What follows belongs to an exercise in optimizing a design on an open flow for a short achievable clock period and few clock cycles per item; a production flow would make more cautious choices.
Function was checked by simulation only, so behaviour that the tests miss may differ from the original.
The clock cells of this run come from the design's own scripts or RTL, not from TritonCTS.
The clock input has no modelled driver; a real chip could not lean on it and would need a root buffer or a full tree.
Power and IR drop assume default switching activity.

==> design/flow/flow/manual_cts.tcl <==
# Clock tree built by recursive bisection, used in place of clock_tree_synthesis.
# The flip-flop clock pins are split in halves along the longer side of their
# bounding box until each group has at most ctsm_levels(0) pins; each group gets
# a driver cell at its centre. Those drivers are grouped the same way for the
# next level, and so on; one root cell at the middle of the last level drives
# them from the clock port. Every flip-flop sits behind the same number of
# stages. Sourced as PRE_CTS_TCL; clock_tree_synthesis and
# repair_clock_inverters then become no-ops.

# first put the flip-flops that drive output ports next to their port buffers
source [file join [file dirname [info script]] outflops.tcl]

set ::ctsm_block  [ord::get_db_block]
# group size limit per level, leaves first; then the buffer cell per level, root last
# (an even number of inverting stages, so every flip-flop sees the clock's rising edge)
set ::ctsm_levels {26 4 4}
set ::ctsm_cells  {sky130_fd_sc_hd__inv_16 sky130_fd_sc_hd__inv_16 sky130_fd_sc_hd__inv_16 sky130_fd_sc_hd__inv_16}
if {[info exists ::env(CTSM_LEVELS)]} { set ::ctsm_levels $::env(CTSM_LEVELS) }
if {[info exists ::env(CTSM_CELLS)]} { set ::ctsm_cells $::env(CTSM_CELLS) }
set ::ctsm_count 0

proc ctsm_split {items maxn} {
  # items: list of {x y obj}; returns a list of groups
  if {[llength $items] <= $maxn} { return [list $items] }
  set xs [lmap i $items {lindex $i 0}]
  set ys [lmap i $items {lindex $i 1}]
  set dx [expr {[tcl::mathfunc::max {*}$xs] - [tcl::mathfunc::min {*}$xs]}]
  set dy [expr {[tcl::mathfunc::max {*}$ys] - [tcl::mathfunc::min {*}$ys]}]
  set key [expr {$dx >= $dy ? 0 : 1}]
  set sorted [lsort -integer -index $key $items]
  set h [expr {[llength $sorted] / 2}]
  return [concat [ctsm_split [lrange $sorted 0 [expr {$h - 1}]] $maxn] \
                 [ctsm_split [lrange $sorted $h end] $maxn]]
}

proc ctsm_center {group} {
  set sx 0; set sy 0
  foreach i $group { set sx [expr {$sx + [lindex $i 0]}]; set sy [expr {$sy + [lindex $i 1]}] }
  set n [llength $group]
  return [list [expr {$sx / $n}] [expr {$sy / $n}]]
}

proc ctsm_buffer {prefix xy cell} {
  global ctsm_block ctsm_count
  set ctsm_master [[ord::get_db] findMaster $cell]
  incr ctsm_count
  set name "${prefix}_${ctsm_count}"
  set inst [odb::dbInst_create $ctsm_block $ctsm_master $name]
  set w [$ctsm_master getWidth]
  set h [$ctsm_master getHeight]
  $inst setLocation [expr {[lindex $xy 0] - $w / 2}] [expr {[lindex $xy 1] - $h / 2}]
  $inst setPlacementStatus PLACED
  set net [odb::dbNet_create $ctsm_block "${name}_net"]
  $net setSigType CLOCK
  foreach it [$inst getITerms] { if {[$it isOutputSignal]} { $it connect $net } }
  return [list $inst $net]
}

proc ctsm_input {inst} {
  foreach it [$inst getITerms] { if {[$it isInputSignal]} { return $it } }
}

proc ctsm_build {} {
  global ctsm_block ctsm_levels ctsm_cells
  set clk [$ctsm_block findNet clk]
  set items {}
  foreach it [$clk getITerms] {
    if {![$it isInputSignal]} { continue }
    set xy [$it getAvgXY]
    if {[lindex $xy 0]} {
      lappend items [list [lindex $xy 1] [lindex $xy 2] $it]
    } else {
      set loc [[$it getInst] getLocation]
      lappend items [list [lindex $loc 0] [lindex $loc 1] $it]
    }
  }
  puts "manual cts: [llength $items] clock sinks"
  set lvl 0
  foreach maxn $ctsm_levels {
    set next {}
    foreach g [ctsm_split $items $maxn] {
      set xy [ctsm_center $g]
      lassign [ctsm_buffer clkl$lvl $xy [lindex $ctsm_cells $lvl]] inst net
      foreach i $g {
        set it [lindex $i 2]
        if {[$it getNet] ne "NULL"} { $it disconnect }
        $it connect $net
      }
      lappend next [list {*}$xy [ctsm_input $inst]]
    }
    puts "manual cts: level $lvl, [llength $next] buffers"
    set items $next
    incr lvl
  }
  set xy [ctsm_center $items]
  lassign [ctsm_buffer clkroot $xy [lindex $ctsm_cells $lvl]] inst net
  foreach i $items { [lindex $i 2] connect $net }
  [ctsm_input $inst] connect $clk
  $clk setSigType CLOCK
}

ctsm_build
rename clock_tree_synthesis ctsm_orig_cts
rename repair_clock_inverters ctsm_orig_rci
proc repair_clock_inverters {args} {
  puts "manual cts: repair_clock_inverters skipped"
}
proc clock_tree_synthesis {args} {
  puts "manual cts: clock_tree_synthesis $args skipped"
  set_propagated_clock [all_clocks]
}
==> design/flow/design.v <==
package tcqs_pkg;
  localparam int QUEUE_DEPTH = 32;
  localparam int TIME_BITS   = 16;
  localparam int PID_BITS    = 8;
  localparam int NUM_Q       = 3;
  localparam int PTR_W       = (QUEUE_DEPTH > 1) ? $clog2(QUEUE_DEPTH) : 1;
  localparam int CNT_W       = $clog2(QUEUE_DEPTH + 1);
  localparam int ADDR_W      = 2 + PTR_W;
  localparam int MEM_DEPTH   = 3 * (1 << PTR_W);
  localparam logic [1:0] REG_SILVER_QUANTUM = 2'd0;
  localparam logic [1:0] REG_BRONZE_QUANTUM = 2'd1;
  localparam logic [1:0] REG_DRAW_LIMIT     = 2'd2;
  localparam logic [TIME_BITS-1:0] SILVER_QUANTUM_RST = TIME_BITS'(300);
  localparam logic [TIME_BITS-1:0] BRONZE_QUANTUM_RST = TIME_BITS'(400);
  localparam logic [4:0]           DRAW_LIMIT_RST     = 5'd10;
  localparam logic CMD_ADD      = 1'b0;
  localparam logic CMD_DISPATCH = 1'b1;
  localparam logic [1:0] CLS_GOLD   = 2'd0;
  localparam logic [1:0] CLS_SILVER = 2'd1;
  localparam logic [1:0] CLS_BRONZE = 2'd2;
  localparam logic [1:0] ST_ADDED = 2'd0;
  localparam logic [1:0] ST_DISP  = 2'd1;
  localparam logic [1:0] ST_IDLE  = 2'd2;
  localparam logic [1:0] ST_FULL  = 2'd3;
  typedef logic [PTR_W-1:0] ptr_t;
  typedef logic [CNT_W-1:0] cnt_t;
  typedef struct packed {
    logic [PID_BITS-1:0]  pid;
    logic [TIME_BITS-1:0] burst;
  } entry_t;
  typedef struct packed {
    logic       en;
    logic [1:0] q;
    logic       pop;
    logic       push;
  } ptr_upd_t;
endpackage
import tcqs_pkg::*;
module tcqs_ofifo
#(
  parameter int W  = 46,
  parameter int AW = 3
)
(
  input  logic         clk,
  input  logic         rst,       
  input  logic         rst_n,     
  input  logic         in_v,
  input  logic [W-1:0] in_d,
  input  logic         out_ready,
  output logic         out_valid,
  output logic         taken,     
  output logic [W-1:0] out_d
);
  localparam int D = 1 << AW;
  logic [W-1:0]  mem [0:D-1];
  logic [AW-1:0] rd_r, rd1_r, wr_r;
  logic [AW:0]   cnt_r;
  logic          ov_r;
  logic [W-1:0]  od_r;
  logic          take;
  logic          ge1, ge2;
  logic [W-1:0]  cur_d, nxt_d;
  assign take  = ge1 && out_ready;
  assign ge1   = (cnt_r != '0);
  assign ge2   = (cnt_r > (AW+1)'(1));
  assign cur_d = ge1 ? mem[rd_r]  : in_d;
  assign nxt_d = ge2 ? mem[rd1_r] : in_d;
  always_ff @(posedge clk) begin
    if (in_v) mem[wr_r] <= in_d;
  end
  always_ff @(posedge clk) begin
    od_r <= out_ready ? nxt_d : cur_d;
  end
  always_ff @(posedge clk) begin
    if (rst) begin
      rd_r  <= '0;
      rd1_r <= AW'(1);
      wr_r  <= '0;
      cnt_r <= '0;
    end else begin
      if (take) begin
        rd_r  <= rd1_r;
        rd1_r <= rd1_r + 1'b1;
      end
      if (in_v) wr_r <= wr_r + 1'b1;
      cnt_r <= take ? (cnt_r + (AW+1)'(in_v) - (AW+1)'(1)) : (cnt_r + (AW+1)'(in_v));
    end
  end
  always_ff @(posedge clk) begin
    if (!rst_n || rst) ov_r <= 1'b0;
    else               ov_r <= ge2 || in_v || (ge1 && !out_ready);
  end
  assign out_valid = ov_r;
  assign taken     = take && !rst;
  assign out_d     = od_r;
endmodule
import tcqs_pkg::*;
module tcqs_squeue
#(
  parameter bit ROT = 1'b1
)
(
  input  logic                       clk,
  input  logic                       rst,
  input  logic                       pop,
  input  logic                       push,
  input  logic                       is_add,
  input  logic [tcqs_pkg::PID_BITS-1:0]  add_pid,
  input  logic [tcqs_pkg::TIME_BITS-1:0] add_burst,
  input  logic [tcqs_pkg::TIME_BITS-1:0] quant,
  output logic [tcqs_pkg::PID_BITS-1:0]  head_pid,
  output logic [tcqs_pkg::TIME_BITS-1:0] head_burst,
  output logic [tcqs_pkg::TIME_BITS-1:0] rot_burst,
  output logic                       head_f,
  output logic                       ne,
  output logic                       full,
  output logic                       ne_nxt
);
  localparam int D = QUEUE_DEPTH;
  localparam int W = PID_BITS + TIME_BITS;
  logic [W-1:0] ent [0:D-1];
  logic [D-1:0] occ;
  logic         hf_r;
  logic [W-1:0] new_e;
  logic         new_f;
  logic         rot_f;
  logic         add_f;                        
  logic [TIME_BITS-1:0] add_rem;              
  assign head_pid   = ent[0][W-1:TIME_BITS];
  assign head_burst = ent[0][TIME_BITS-1:0];
  tcqs_sub #(.W(TIME_BITS)) u_addf (.a(quant), .b(add_burst), .d(), .ge(add_f));
  tcqs_sub #(.W(TIME_BITS)) u_addr (.a(add_burst), .b(quant), .d(add_rem), .ge());
  tcqs_sub #(.W(TIME_BITS)) u_rotf (.a(quant), .b(rot_burst), .d(), .ge(rot_f));
  assign ne         = occ[0];
  assign full       = occ[D-1];
  assign head_f     = ROT ? hf_r : 1'b1;
  always_comb begin
    if (is_add || !ROT) begin
      new_e = {add_pid, add_burst};
      new_f = add_f;
    end else begin
      new_e = {head_pid, rot_burst};
      new_f = rot_f;
    end
  end
  always_ff @(posedge clk) begin
    for (int k = 0; k < D; k++) begin
      if (pop) begin
        if (k < D-1 && occ[(k < D-1) ? k+1 : k]) ent[k] <= ent[(k < D-1) ? k+1 : k];
        else                                      ent[k] <= new_e;
      end else if (push && !occ[k]) begin
        ent[k] <= new_e;
      end
    end
  end
  always_ff @(posedge clk) begin
    if (rst) begin
      occ <= '0;
    end else if (pop && !push) begin
      occ <= {1'b0, occ[D-1:1]};
    end else if (push && !pop) begin
      occ <= {occ[D-2:0], 1'b1} | occ;
    end
  end
  assign ne_nxt = (pop && !push) ? occ[1] : (push ? 1'b1 : occ[0]);
  generate
    if (ROT) begin : g_hf
      logic [TIME_BITS-1:0] b1, hr_r;
      logic [TIME_BITS-1:0] b1_rem, hr_rem, h_rem;
      logic                 b1_fit, h_fit;
      assign b1        = ent[1][TIME_BITS-1:0];
      assign rot_burst = hr_r;
      tcqs_sub #(.W(TIME_BITS)) u_b1r (.a(b1),         .b(quant), .d(b1_rem), .ge());
      tcqs_sub #(.W(TIME_BITS)) u_b1f (.a(quant),      .b(b1),    .d(),       .ge(b1_fit));
      tcqs_sub #(.W(TIME_BITS)) u_hrr (.a(hr_r),       .b(quant), .d(hr_rem), .ge());
      tcqs_sub #(.W(TIME_BITS)) u_h0r (.a(head_burst), .b(quant), .d(h_rem),  .ge());
      tcqs_sub #(.W(TIME_BITS)) u_h0f (.a(quant),      .b(head_burst), .d(),  .ge(h_fit));
      always_ff @(posedge clk) begin
        if (pop) begin
          if (occ[1]) begin
            hf_r <= b1_fit;
            hr_r <= b1_rem;
          end else begin
            hf_r <= new_f;
            hr_r <= hr_rem;
          end
        end else if (push && !occ[0]) begin
          hf_r <= new_f;
          hr_r <= add_rem;
        end else begin
          hf_r <= h_fit;
          hr_r <= h_rem;
        end
      end
    end else begin : g_nohf
      assign hf_r      = 1'b1;
      assign rot_burst = '0;
    end
  endgenerate
endmodule
module tcqs_sub
#(
  parameter int W = 16
)
(
  input  logic [W-1:0] a,
  input  logic [W-1:0] b,
  output logic [W-1:0] d,
  output logic         ge
);
  localparam int L = $clog2(W);
  logic [W-1:0]       p;
  logic [L:0][W-1:0]  gg, pp;
  assign p = a ^ ~b;
  always_comb begin
    gg[0] = a & ~b;
    pp[0] = p;
    gg[0][0] = gg[0][0] | p[0];       
    for (int k = 0; k < L; k++) begin
      for (int i = 0; i < W; i++) begin
        if (i >= (1 << k)) begin
          gg[k+1][i] = gg[k][i] | (pp[k][i] & gg[k][i - (1 << k)]);
          pp[k+1][i] = pp[k][i] & pp[k][i - (1 << k)];
        end else begin
          gg[k+1][i] = gg[k][i];
          pp[k+1][i] = pp[k][i];
        end
      end
    end
  end
  assign d  = p ^ {gg[L][W-2:0], 1'b1};
  assign ge = gg[L][W-1];
endmodule
import tcqs_pkg::*;
module three_class_quantum_scheduler
(
  input  logic                 clk,
  input  logic                 rst_n,
  input  logic                 in_valid,
  output logic                 in_ready,
  input  logic                 in_command,
  input  logic [tcqs_pkg::PID_BITS-1:0]  in_process_id,
  input  logic [1:0]           in_process_class,
  input  logic [tcqs_pkg::TIME_BITS-1:0] in_burst_time,
  input  logic [4:0]           in_random_draw,
  output logic                 out_valid,
  input  logic                 out_ready,
  output logic [1:0]           out_status,
  output logic [tcqs_pkg::PID_BITS-1:0]  out_run_process_id,
  output logic [1:0]           out_run_class,
  output logic [tcqs_pkg::TIME_BITS-1:0] out_granted_time,
  output logic [tcqs_pkg::TIME_BITS-1:0] out_remaining_time,
  output logic                 out_finished,
  output logic                 out_all_empty,
  input  logic                 cfg_valid,
  output logic                 cfg_ready,
  input  logic [1:0]           cfg_index,
  input  logic [tcqs_pkg::TIME_BITS-1:0] cfg_data
);
  localparam int RES_W = 2 + PID_BITS + 2 + TIME_BITS + TIME_BITS + 1 + 1;
  localparam int FAW   = 3;
  localparam int CAP   = (1 << FAW);        
  localparam int NW    = 5;
  logic                 rst_q;
  logic [TIME_BITS-1:0] silver_q_r, bronze_q_r;
  logic [4:0]           limit_r;
  always_ff @(posedge clk) begin
    rst_q <= !rst_n;
  end
  always_ff @(posedge clk) begin
    if (!rst_n) begin
      silver_q_r <= SILVER_QUANTUM_RST;
      bronze_q_r <= BRONZE_QUANTUM_RST;
      limit_r    <= DRAW_LIMIT_RST;
    end else if (cfg_valid) begin
      case (cfg_index)
        REG_SILVER_QUANTUM: silver_q_r <= cfg_data;
        REG_BRONZE_QUANTUM: bronze_q_r <= cfg_data;
        REG_DRAW_LIMIT:     limit_r    <= cfg_data[4:0];
        default: ;
      endcase
    end
  end
  assign cfg_ready = 1'b1;
  logic                 in_ready_r;
  logic                 rdy_q;
  logic                 acc;
  logic                 v1;
  logic                 tk_q;
  logic [NW-1:0]        owed_q;
  logic                 ov;
  logic                 taken;
  assign acc = in_valid && rdy_q && rst_n;
  always_ff @(posedge clk) begin
    tk_q <= taken;
  end
  always_ff @(posedge clk) begin
    if (rst_q) owed_q <= '0;
    else       owed_q <= owed_q + NW'(v1) - NW'(tk_q);
  end
  always_ff @(posedge clk) begin
    in_ready_r <= !rst_n || rst_q || ((owed_q + NW'(v1) + NW'(in_ready_r)) < NW'(CAP));
    rdy_q      <= !rst_n || rst_q || ((owed_q + NW'(v1) + NW'(rdy_q)) < NW'(CAP));
  end
  assign in_ready = in_ready_r;
  logic                 add_g1, add_s1, add_b1, add1;
  logic                 disp1, disp_s1, disp_b1;
  logic [PID_BITS-1:0]  pid1;
  logic [TIME_BITS-1:0] burst1;
  logic                 is_add, is_disp, draw_b;
  assign is_add  = acc && (in_command == CMD_ADD);
  assign is_disp = acc && (in_command == CMD_DISPATCH);
  assign draw_b  = (in_random_draw <= limit_r);
  always_ff @(posedge clk) begin
    v1      <= acc;
    add1    <= is_add;
    add_g1  <= is_add && (in_process_class == 2'd0);
    add_s1  <= is_add && (in_process_class == 2'd1);
    add_b1  <= is_add && in_process_class[1];
    disp1   <= is_disp;
    disp_b1 <= is_disp && draw_b;
    disp_s1 <= is_disp && !draw_b;
    pid1    <= in_process_id;
    burst1  <= in_burst_time;
  end
  logic                 pop_g, push_g, pop_s, push_s, pop_b, push_b;
  logic [PID_BITS-1:0]  hp_g, hp_s, hp_b;
  logic [TIME_BITS-1:0] hb_g, hb_s, hb_b;
  logic [TIME_BITS-1:0] rot_g, rot_s, rot_b;
  logic                 hf_g, hf_s, hf_b;
  logic                 ne_g, ne_s, ne_b;
  logic                 full_g, full_s, full_b;
  logic                 nn_g, nn_s, nn_b;
  assign pop_g  = disp1 && ne_g;
  assign push_g = add_g1 && !full_g;
  assign pop_s  = disp_s1 && !ne_g && ne_s;
  assign push_s = (add_s1 && !full_s) || (pop_s && !hf_s);
  assign pop_b  = disp_b1 && !ne_g && ne_b;
  assign push_b = (add_b1 && !full_b) || (pop_b && !hf_b);
  tcqs_squeue #(.ROT(1'b0)) u_qg (
    .clk(clk), .rst(rst_q), .pop(pop_g), .push(push_g), .is_add(add1),
    .add_pid(pid1), .add_burst(burst1), .quant(bronze_q_r),
    .head_pid(hp_g), .head_burst(hb_g), .rot_burst(rot_g), .head_f(hf_g),
    .ne(ne_g), .full(full_g), .ne_nxt(nn_g)
  );
  tcqs_squeue #(.ROT(1'b1)) u_qs (
    .clk(clk), .rst(rst_q), .pop(pop_s), .push(push_s), .is_add(add1),
    .add_pid(pid1), .add_burst(burst1), .quant(silver_q_r),
    .head_pid(hp_s), .head_burst(hb_s), .rot_burst(rot_s), .head_f(hf_s),
    .ne(ne_s), .full(full_s), .ne_nxt(nn_s)
  );
  tcqs_squeue #(.ROT(1'b1)) u_qb (
    .clk(clk), .rst(rst_q), .pop(pop_b), .push(push_b), .is_add(add1),
    .add_pid(pid1), .add_burst(burst1), .quant(bronze_q_r),
    .head_pid(hp_b), .head_burst(hb_b), .rot_burst(rot_b), .head_f(hf_b),
    .ne(ne_b), .full(full_b), .ne_nxt(nn_b)
  );
  logic                 add_full, any_pop;
  logic [1:0]           res_status;
  logic [PID_BITS-1:0]  res_pid;
  logic [1:0]           res_class;
  logic [TIME_BITS-1:0] res_grant;
  logic [TIME_BITS-1:0] res_remain;
  logic                 res_fin;
  logic                 res_empty;
  always_comb begin
    add_full   = (add_g1 && full_g) || (add_s1 && full_s) || (add_b1 && full_b);
    any_pop    = pop_g || pop_s || pop_b;
    res_status = {add_full || (disp1 && !any_pop), add_full || any_pop};
    res_pid    = ({PID_BITS{pop_g}} & hp_g) | ({PID_BITS{pop_s}} & hp_s) |
                 ({PID_BITS{pop_b}} & hp_b);
    res_class  = {pop_b, pop_s};
    res_fin    = pop_g || (pop_s && hf_s) || (pop_b && hf_b);
    res_grant  = ({TIME_BITS{pop_g}} & hb_g) |
                 ({TIME_BITS{pop_s}} & (hf_s ? hb_s : silver_q_r)) |
                 ({TIME_BITS{pop_b}} & (hf_b ? hb_b : bronze_q_r));
    res_remain = ({TIME_BITS{pop_s && !hf_s}} & rot_s) |
                 ({TIME_BITS{pop_b && !hf_b}} & rot_b);
    res_empty  = !(nn_g || nn_s || nn_b);
  end
  logic             v3;
  logic [RES_W-1:0] res3;
  always_ff @(posedge clk) begin
    if (rst_q) v3 <= 1'b0;
    else       v3 <= v1;
    res3 <= {res_status, res_pid, res_class, res_grant, res_remain, res_fin, res_empty};
  end
  logic [RES_W-1:0] od;
  tcqs_ofifo #(.W(RES_W), .AW(FAW)) u_ofifo (
    .clk(clk), .rst(rst_q), .rst_n(rst_n), .in_v(v3), .in_d(res3),
    .out_ready(out_ready), .out_valid(ov), .taken(taken), .out_d(od)
  );
  assign out_valid = ov;
  assign {out_status, out_run_process_id, out_run_class, out_granted_time,
          out_remaining_time, out_finished, out_all_empty} = od;
endmodule
==> design/flow/config.mk <==
export PLATFORM = sky130hd
export DESIGN_NAME = three_class_quantum_scheduler
export DESIGN_NICKNAME = three_class_quantum_scheduler
export VERILOG_FILES = /design/flow/design.v
export SDC_FILE = /design/flow/constraint.sdc
export NUM_CORES = 4
export LEC_CHECK = 0
export ABC_CLOCK_PERIOD_IN_PS = 2000
export CAP_MARGIN = 20
export CORE_MARGIN = 2
export CORE_UTILIZATION = 55
export SLEW_MARGIN = 20
==> design/flow/standard.sh <==
#!/bin/bash
# synth_recipe.tcl (not shown) runs the flow's synth.tcl, then flattens the netlist and writes it again
# the make line also repeats each setting of config.mk as NAME=value (left out here)
make -C /OpenROAD-flow-scripts/flow DESIGN_CONFIG=/design/flow/config.mk WORK_HOME=/design/flow/orfs CLKGATE_MAP_FILE= SYNTH_SCRIPT=/design/flow/synth_recipe.tcl "${@:-finish}"
==> design/flow/flow/run.sh <==
#!/bin/bash
# Own layout flow: the standard ORFS layout (standard.sh: unchanged synthesis,
# same SDC and clock period) with two changes:
#  - the clock tree is built by flow/manual_cts.tcl (balanced inverter tree by
#    recursive bisection) in place of TritonCTS;
#  - repair_timing keeps a larger setup margin, so the resizer keeps optimising
#    paths well inside the 10 ns period.
set -euo pipefail
here=$(pwd)
bash standard.sh SETUP_SLACK_MARGIN=7.2 PRE_CTS_TCL="$here/flow/manual_cts.tcl" finish > standard_flow.log 2>&1
==> design/flow/flow/outflops.tcl <==
# Placement tweak run before the clock tree (from manual_cts.tcl): move each flip-flop that drives an output port's buffer (and at most one other
# load) next to that buffer.
proc oflop_move {} {
  set block [ord::get_db_block]
  set moved 0
  foreach bt [$block getBTerms] {
    if {[$bt getIoType] ne "OUTPUT"} { continue }
    set net [$bt getNet]
    if {$net eq "NULL"} { continue }
    set buf ""
    foreach it [$net getITerms] { if {[$it isOutputSignal]} { set buf [$it getInst] } }
    if {$buf eq ""} { continue }
    set bin ""
    foreach it [$buf getITerms] { if {[$it isInputSignal]} { set bin $it } }
    if {$bin eq "" || [$bin getNet] eq "NULL"} { continue }
    set dnet [$bin getNet]
    set loads 0; set drv ""
    foreach it [$dnet getITerms] {
      if {[$it isOutputSignal]} { set drv [$it getInst] } else { incr loads }
    }
    if {$drv eq "" || $loads > 2 || ![[$drv getMaster] isSequential]} { continue }
    lassign [$buf getLocation] bx by
    set w [[$drv getMaster] getWidth]
    $drv setLocation [expr {$bx - $w}] $by
    incr moved
  }
  puts "output flops moved next to their port buffers: $moved"
}
oflop_move
==> design/flow/constraint.sdc <==
create_clock -name core_clock -period 10.0 [get_ports {clk}]
set_input_delay 2.0000 -clock core_clock [delete_from_list [all_inputs] [get_ports {clk}]]
set_output_delay 2.0000 -clock core_clock [all_outputs]
set_load 0.01 [all_outputs]
==> metrics.md <==
| Metric | Value |
|---|---|
| CP Launch Type | `register` |
| Crit path capture | `in_ready` |
| First-pass GRT wire length | `512 mm` |
| Share of cells above drive strength 1 | `19.1%` |
| Critical path's top delay family | `flip-flops` |
| Syn_nets | `10700` |
| Crit. path cell count | `1` |
| Largest net degree at the start of global routing | `95` |
| Initial Util | `between 50% and 60%` |
| RSZ-0062 raised after global routing | `true` |
| Yosys reg bits | `2993` |
| Drt drc | `0` |
| RD Place Congestion | `0.923` |
| Mapped Cells | `approximately 10000` |
| Register area share after synthesis | `65.7%` |
| RR Endpoint | `u_qs.g_hf.hr_r[15]` |
| Vias in the first global route | `79700` |
| Worst path slowest cell | `dfxtp_4` |
| Main flop type after synthesis | `edfxtp_1` |
| Ys async rst share | `0%` |
| PortBufs | `102` |
| Max Transition Viols Final | `0` |
| Via count | `between 80000 and 90000` |
| GRT Total Usage | `27.4%` |
| CP required | `8.00 ns` |
| Area grow syn2layout | `8.30%` |
| Overflow after GRT | `0` |
| Crit Path Class | `reg2out` |
| Post-synth EDFFs | `2672` |
| Floorplan core area | `~240000 sq um` |
| Crit. End Element | `output port` |
| Area occupied by multi-input gates | `43600 sq um` |
| Crit-path max cell delay | `0.35 ns` |
| R2R Path Start | `silver_q_r[3]` |
| Nets@finish | `between 10000 and 15000` |
| Worst-Margin Slew | `1.16 ns` |
| Final TNS setup | `0 ns` |
| Antenna viol nets, final | `0` |
| Pre-CTS setup slack | `5.00 ns` |
| Routed vias/inst | `between 6 and 7` |
| Hold WS | `0.452 ns` |
| Status | `no timing/DRC/antenna violations` |
| Final hold violations | `0` |
| Initial antenna violation count | `12` |
| Max cap viols | `0` |
| Crit path arrival time | `1.01 ns` |
| Critical-path maximum fanout | `2` |
| Hold/Removal Path Class | `reg2reg` |
| Netlist Area Pre-Place | `132000 sq um` |
| Post-layout util | `60.0%` |
| Netlist cell types | `82` |
| DR iter-0 viols | `between 7000 and 8000` |
| Final WS setup | `6.99 ns` |
| WL final | `346 mm` |
| Die W | `494 um` |
| Cts hold-fix bufs | `0` |
| Fmax | `around 330 MHz` |
| Clock period minus worst slack | `3.01 ns` |
| FF-to-FF path depth | `11` |
| First-pass DRT Iterations | `6` |
| Post-route clock period utilization | `between 30% and 40%` |
| Clock-pin transition on the worst setup and hold timing paths | `about 0.080 ns` |
| HPWL Detailed | `210 mm` |
| # setup viols final | `0` |
| Normalized max-slew margin | `a little under a quarter` |
| Maximum VDD drop | `0.000242 V` |
| DR WL/cell | `26.0 um` |
| Die area | `244000 sq um` |
| Critical Path Start | `in_ready_r` |
| # rows | `179` |
| I/O pins | `104` |
| Critical path cell sequence | `buf_6` |
| Register area | `86900 sq um` |
| Die height | `494 um` |
| Clk_skew | `0.0435 ns` |
| Worst Min Path Start | `u_ofifo.rd_r[1]` |
| Syn. warnings | `7` |
| PwrDens | `between 150 and 200 nW/um^2` |
| Reg2reg setup slack | `around 7 ns` |
| Layout fillers | `18800` |
| Lkg Pwr | `49.7 nW` |
| CP bufs+invs | `1` |
| Syn Area/Cell | `12.8 sq um` |
| Clk Latency, worst-skew pair | `about 0.59 ns` |
## worst min path at each step
stage,slack (ns),endpoint,cells past startpoint
6_report,0.45,register,2
5_1_grt,0.48,register,2
4_1_cts,0.45,register,2
3_5_place_dp,0.44,register,2
3_3_place_gp,0.43,register,2
2_1_floorplan,0.43,res3[36],2
## cell type report
class | count | share of cell area (%)
diodes | 8 | 0.0140
inverters | 412 | 3.05
multi-input cells | 6295 | 30.5
flip-flops and latches | 2993 | 60.8
well taps | 3167 | 2.77
repair buffers | 452 | 2.89
repair inverters | 1 | 0.00525
## cell usage after synthesis, drive strengths merged (21+ instances only)
master     n  area, sq um
a211oi    26          195
a21o      53          398
a21oi   1640         8210
a221oi    50          444
buf      122          559
clkbuf   669         2510
dfxtp    321         6430
edfxtp  2672        80200
ha       269         3370
inv      243          912
mux2     744         8380
mux2i    188         1880
mux4     184         4140
nand2    299         1120
nand2b    33          206
nand3     21          105
nor2    1960         7360
nor2b     38          245
nor3     130          651
o21a      69          518
o21ai    233         1170
xnor2     54          473
xor2      42          368
## per-layer routing
metal	wire length, um	part of all wire (%)	GRT usage (%)	vias up
met1	149000	43	39.5	41500
met2	164000	47	44.7	2563
met3	21100	6.1	3.03	495
li1	-	-	-	37100
met4	11200	3.2	7.39	2
met5	9	0.0026	0	-
## registers in the layout, indices dropped and copies added (netlist names), 4 cells and up, named ones only
signal,count
u_ofifo.mem,368
u_ofifo.cnt_r,4
res3,46
pid1,8
u_ofifo.od_r,46
u_qs.occ,32
u_qb.g_hf.hr_r,16
u_qg.ent,768
limit_r,5
silver_q_r,16
u_qs.g_hf.hr_r,16
u_qb.occ,32
owed_q,5
u_qg.occ,32
u_qs.ent,768
u_qb.ent,768
bronze_q_r,16
burst1,16
## layout by cell type (no fill, tap or decap), types with 17 or more instances in the layout
| master | synthesis | final |
|---|---|---|
| a211oi_1 | 26 | 23 |
| a21o_1 | 53 | 53 |
| a21oi_1 | 1640 | 1627 |
| a221oi_1 | 49 | 42 |
| a22o_1 | 17 | 17 |
| buf_12 | 1 | 22 |
| buf_2 | 65 | 37 |
| buf_4 | 1 | 285 |
| buf_6 | 0 | 34 |
| clkdlybuf4s50_1 | 0 | 45 |
| dfxtp_1 | 321 | 242 |
| dfxtp_2 | 0 | 42 |
| dfxtp_4 | 0 | 37 |
| edfxtp_1 | 2672 | 2672 |
| ha_1 | 269 | 233 |
| ha_4 | 0 | 23 |
| inv_1 | 241 | 223 |
| inv_16 | 0 | 169 |
| mux2_2 | 744 | 744 |
| mux2i_1 | 188 | 139 |
| mux2i_4 | 0 | 48 |
| mux4_2 | 184 | 184 |
| nand2_1 | 299 | 267 |
| nand2_2 | 0 | 31 |
| nand2b_1 | 33 | 27 |
| nand3_1 | 21 | 19 |
| nor2_1 | 1960 | 1944 |
| nor2b_1 | 37 | 30 |
| nor3_1 | 130 | 124 |
| o211ai_1 | 18 | 18 |
| o21a_1 | 69 | 68 |
| o21ai_0 | 214 | 120 |
| o21ai_1 | 19 | 18 |
| o21ai_2 | 0 | 64 |
| o21ai_4 | 0 | 31 |
| xnor2_1 | 54 | 52 |
| xor2_1 | 42 | 41 |
## where the power goes
part	internal, mW	switching (mW)
logic	1.47	2.21
registers	14.1	0.361
clock network	1.10	5.28
## logic make-up after synthesis
family                     count (synthesis)  share of synthesized area (%)
AOI/OAI and AO/OA                       2234                           9.32
xor gates and xnor gates                  96                          0.637
adders and majority gates                277                           2.67
buffers and inverters                   1034                           3.02
muxes                                   1116                           10.9
and+or+nand+nor                         2568                           7.78
other                                      1                        0.00284
DFF                                     2993                           65.7
## repair_timing
action	CTS	global route
cloned	4	11
pin swaps	25	40
endpoints found under the setup margin	2643	251
setup buffers	26	56
gates resized for setup	435	152
## per-stage QoR
stage	cell area [sq um]	power, mW	instances
floorplan	132000	16.9	10300
global placement	137000	18.2	13000
detailed placement	137000	18.2	13100
CTS	142000	24.6	13300
global route	143000	25.4	13300
finish	143000	24.5	13300
Testbench counts, summed over its fixed seeds: cycles 12,824, items 12,800.

port drivers added, routing unchanged:
Ports are ideal in the flow. The routed layout listed here was re-timed in OpenROAD.
Step 1 (the two cells are an assumption about what drives the block):
set clk [get_ports {clk}]
set_driving_cell -lib_cell sky130_fd_sc_hd__clkbuf_16 $clk
set_driving_cell -lib_cell sky130_fd_sc_hd__buf_2 [delete_from_list [all_inputs] $clk]
Step 2 moves the port delays by t, midway between the first and last clock arrival at a register: inputs arrive t later, outputs are due t later. That takes back most of the time a late clock gives input paths.
a / b / c = ideal / step 1 / step 2; a / b = the first two.
t (ns): 0.695
setup slack, ns: 6.989 / 6.863 / 6.576
hold WS [ns]: 0.452 / 0.452 / 0.452
worst setup path at the end: input to register
slew at the worst register clock pin (ns): 0.11 / 0.11
After both steps setup and hold are still met in this run. For this run, drivers alone change the setup slack by -0.126 ns; drivers and shift together by -0.413 ns.
